What follows belongs to an exercise in optimizing a design on an open flow for small area; a production flow would make more cautious choices. Where RTL was checked, it was by simulation tests only, not by an equivalence proof against the original. Power is estimated from default activity; no workload was simulated.

## ocr_sample_window
module ocr_sample_window
#(
    parameter int SAMPLE_DIV = ocr_pkg::DEFAULT_SAMPLE_DIV
) (
    input  logic              clk_master,
    input  logic              reset_n,
    input  logic [ocr_pkg::DATA_W-1:0] adc_data_in,
    input  logic [ocr_pkg::DATA_W-1:0] I_p,
    output logic              sample_stb,
    output logic              ms_valid,
    output logic [ocr_pkg::SQ_W-1:0]   ms_out,
    output logic              over_pickup,
    output logic              window_full
    ,
    output logic [ocr_pkg::DATA_W-1:0] peak_out
);
    localparam int DATA_W = ocr_pkg::DATA_W;
    localparam int CNT_W  = $clog2(SAMPLE_DIV);
    localparam int ACC_N  = 40;    
    localparam int C_IP0   = 8;
    localparam int C_VALID = 40;
    logic [CNT_W-1:0] cnt;
    ocr_sample_strobe_gen #(
        .SAMPLE_DIV (SAMPLE_DIV),
        .CNT_W      (CNT_W)
    ) u_strobe_gen (
        .clk_master (clk_master),
        .reset_n    (reset_n),
        .sample_stb (sample_stb),
        .cnt        (cnt)
    );
    logic       early;           
    logic [6:0] lo;
    assign early = (cnt[CNT_W-1:7] == '0);
    assign lo    = cnt[6:0];
  ...
Size in the first run: ~770 cells after synthesis, roughly 370 flip-flops, ~86 I/O pins, roughly 11,000 um^2 of cells after synthesis.
export LEC_CHECK = 0
export CAP_MARGIN = 20
export CORE_MARGIN = 2
export CORE_UTILIZATION = 40
export SLEW_MARGIN = 20
create_clock -name core_clock -period 10.0 [get_ports {clk_master}]
standard.sh (not shown) runs the stock make flow with config.mk's settings and CLKGATE_MAP_FILE= SYNTH_SCRIPT=/design/flow/synth_recipe.tcl, a recipe that flattens the netlist after the stock synthesis.
==> flow/flow/run.sh <==
#!/bin/bash
# Standard layout with single-drive port buffers and a leaner clock tree.
export BUFFER_PORTS_ARGS="-buffer_cell sky130_fd_sc_hd__buf_1"
export CTS_ARGS="-sink_clustering_enable -repair_clock_nets -buf_list sky130_fd_sc_hd__clkbuf_4 -sink_clustering_size 10 -sink_clustering_max_diameter 50 -dont_use_dummy_load"
bash standard.sh > standard.log 2>&1
Next try:
==> flow/flow/run.sh (replaced) <==
#!/bin/bash
# Standard layout with single-drive port buffers and a leaner clock tree.
export BUFFER_PORTS_ARGS="-buffer_cell sky130_fd_sc_hd__buf_1"
export CTS_ARGS="-sink_clustering_enable -repair_clock_nets -buf_list sky130_fd_sc_hd__clkbuf_8 -sink_clustering_size 18 -sink_clustering_max_diameter 70 -dont_use_dummy_load"
bash standard.sh > standard.log 2>&1
Settings changed: CORE_UTILIZATION 40 to 60, PLACE_DENSITY set to 0.85.
After rerunning:
- core utilization is higher by 21 points
- first-iteration DRC count is higher by 1.8%
- power is lower by 0.97%
- clock skew is lower by 0.019 ns
- setup slack degrades by 0.20 ns
- die area is lower by 33%
- cell count is lower by 11%
- global-route usage is higher by 4.8 points
- cell area is lower by 1.4%
- sequential share of layout area is higher by 0.92 points
Function was not checked in any run of this note: the RTL went through the layout flow alone.

---

exp/maple:
Another version of the RTL of ocr_sample_window (not shown whole).
Size in the first run: ~12000 um2 of cells after synthesis.
Settings: LEC_CHECK=0, ABC_AREA=1, CAP_MARGIN=20, CORE_MARGIN=2, CORE_UTILIZATION=40, SLEW_MARGIN=20; clock period 10.0 ns.
run.sh (not shown) runs the stock make flow with config.mk's settings and CLKGATE_MAP_FILE= SYNTH_SCRIPT=/design/flow/synth_recipe.tcl, a recipe that flattens the netlist after the stock synthesis.
Stock flow here: none of the scripts above is used.
exp/maple went all the way through synthesis, placement and routing and the layout is clean on timing, DRC and antenna.
diff inputs: exp/maple => exp/umber
- CTS_BUF_LIST newly set to sky130_fd_sc_hd__clkbuf_4
- CORE_UTILIZATION changed from 40 to 60
## What came out
exp/umber finished all stages; the layout is clean. Per the comparison of exp/umber with exp/maple, post-detailed-route wirelength per cell went up 8.6%, non-clock buffer count went up about 1.1%, maximum number of pins on one net before global-route repair held.
What exp/lagoon does differently from exp/umber at the input level:
- ABC_AREA: 1 -> unset
- CORE_UTILIZATION: 60 -> 40
- CTS_BUF_LIST: sky130_fd_sc_hd__clkbuf_4 -> unset
[summary]
Where half-perimeter wire length after placement is concerned, exp/umber is outperformed by exp/lagoon.
Worst slack on hold paths: exp/lagoon > exp/umber
Delta(met2 usage in global routing, exp/lagoon - exp/umber) < 0
Against exp/umber, exp/lagoon comes in about 22% higher on power dissipated in the clock network.
Taking exp/umber over exp/lagoon, the first-pass GRT wire length ratio works out to 1.19.
Post-synthesis area per instance (exp/lagoon vs. exp/umber) increases by more than 10%
The run with more setup slack is exp/umber; exp/lagoon has less.
Comparing exp/umber and exp/lagoon, the higher clock-buffer cell count is on exp/umber.
Power in exp/lagoon vs exp/umber: up 260 uW
Sort exp/umber and exp/lagoon by internal power component, descending, and exp/lagoon comes first.

## static timing again, ports no longer ideal
How much do the figures lean on ideal ports? The routed layouts below were timed once more, with nothing changed but the port constraints.
Step 1, drivers: a clkbuf_16 drives clk_master and a buf_2 each remaining input, both assumed.
Step 2, shift: input delay + t, output delay - t, t = (earliest + latest rising clock arrival at the registers) / 2. This alone moves slack from input paths to output paths.
Slacks: no drivers / after step 1 / after step 2; pairs: no drivers / after step 1.
run | shift t [ns] | setup slack, ns | worst setup path after step 2
the first run of note 1 | 0.664 | 1.157 / 1.176 / 0.512 | input to register
the second run of note 1 | 0.579 | 0.956 / 0.971 / 0.392 | input to register
exp/maple | 0.570 | 0.775 / 0.775 / 0.615 | input to register
exp/umber | 0.722 | 0.832 / 0.832 / 0.386 | input to register
exp/lagoon | 0.558 | 0.492 / 0.516 / -0.043 | input to register
With both steps, setup timing fails in exp/lagoon, where it was met with ideal ports. The setup slack of the first run of note 1, which loses most, moves by +0.019 ns with the drivers and by -0.645 ns with both steps.
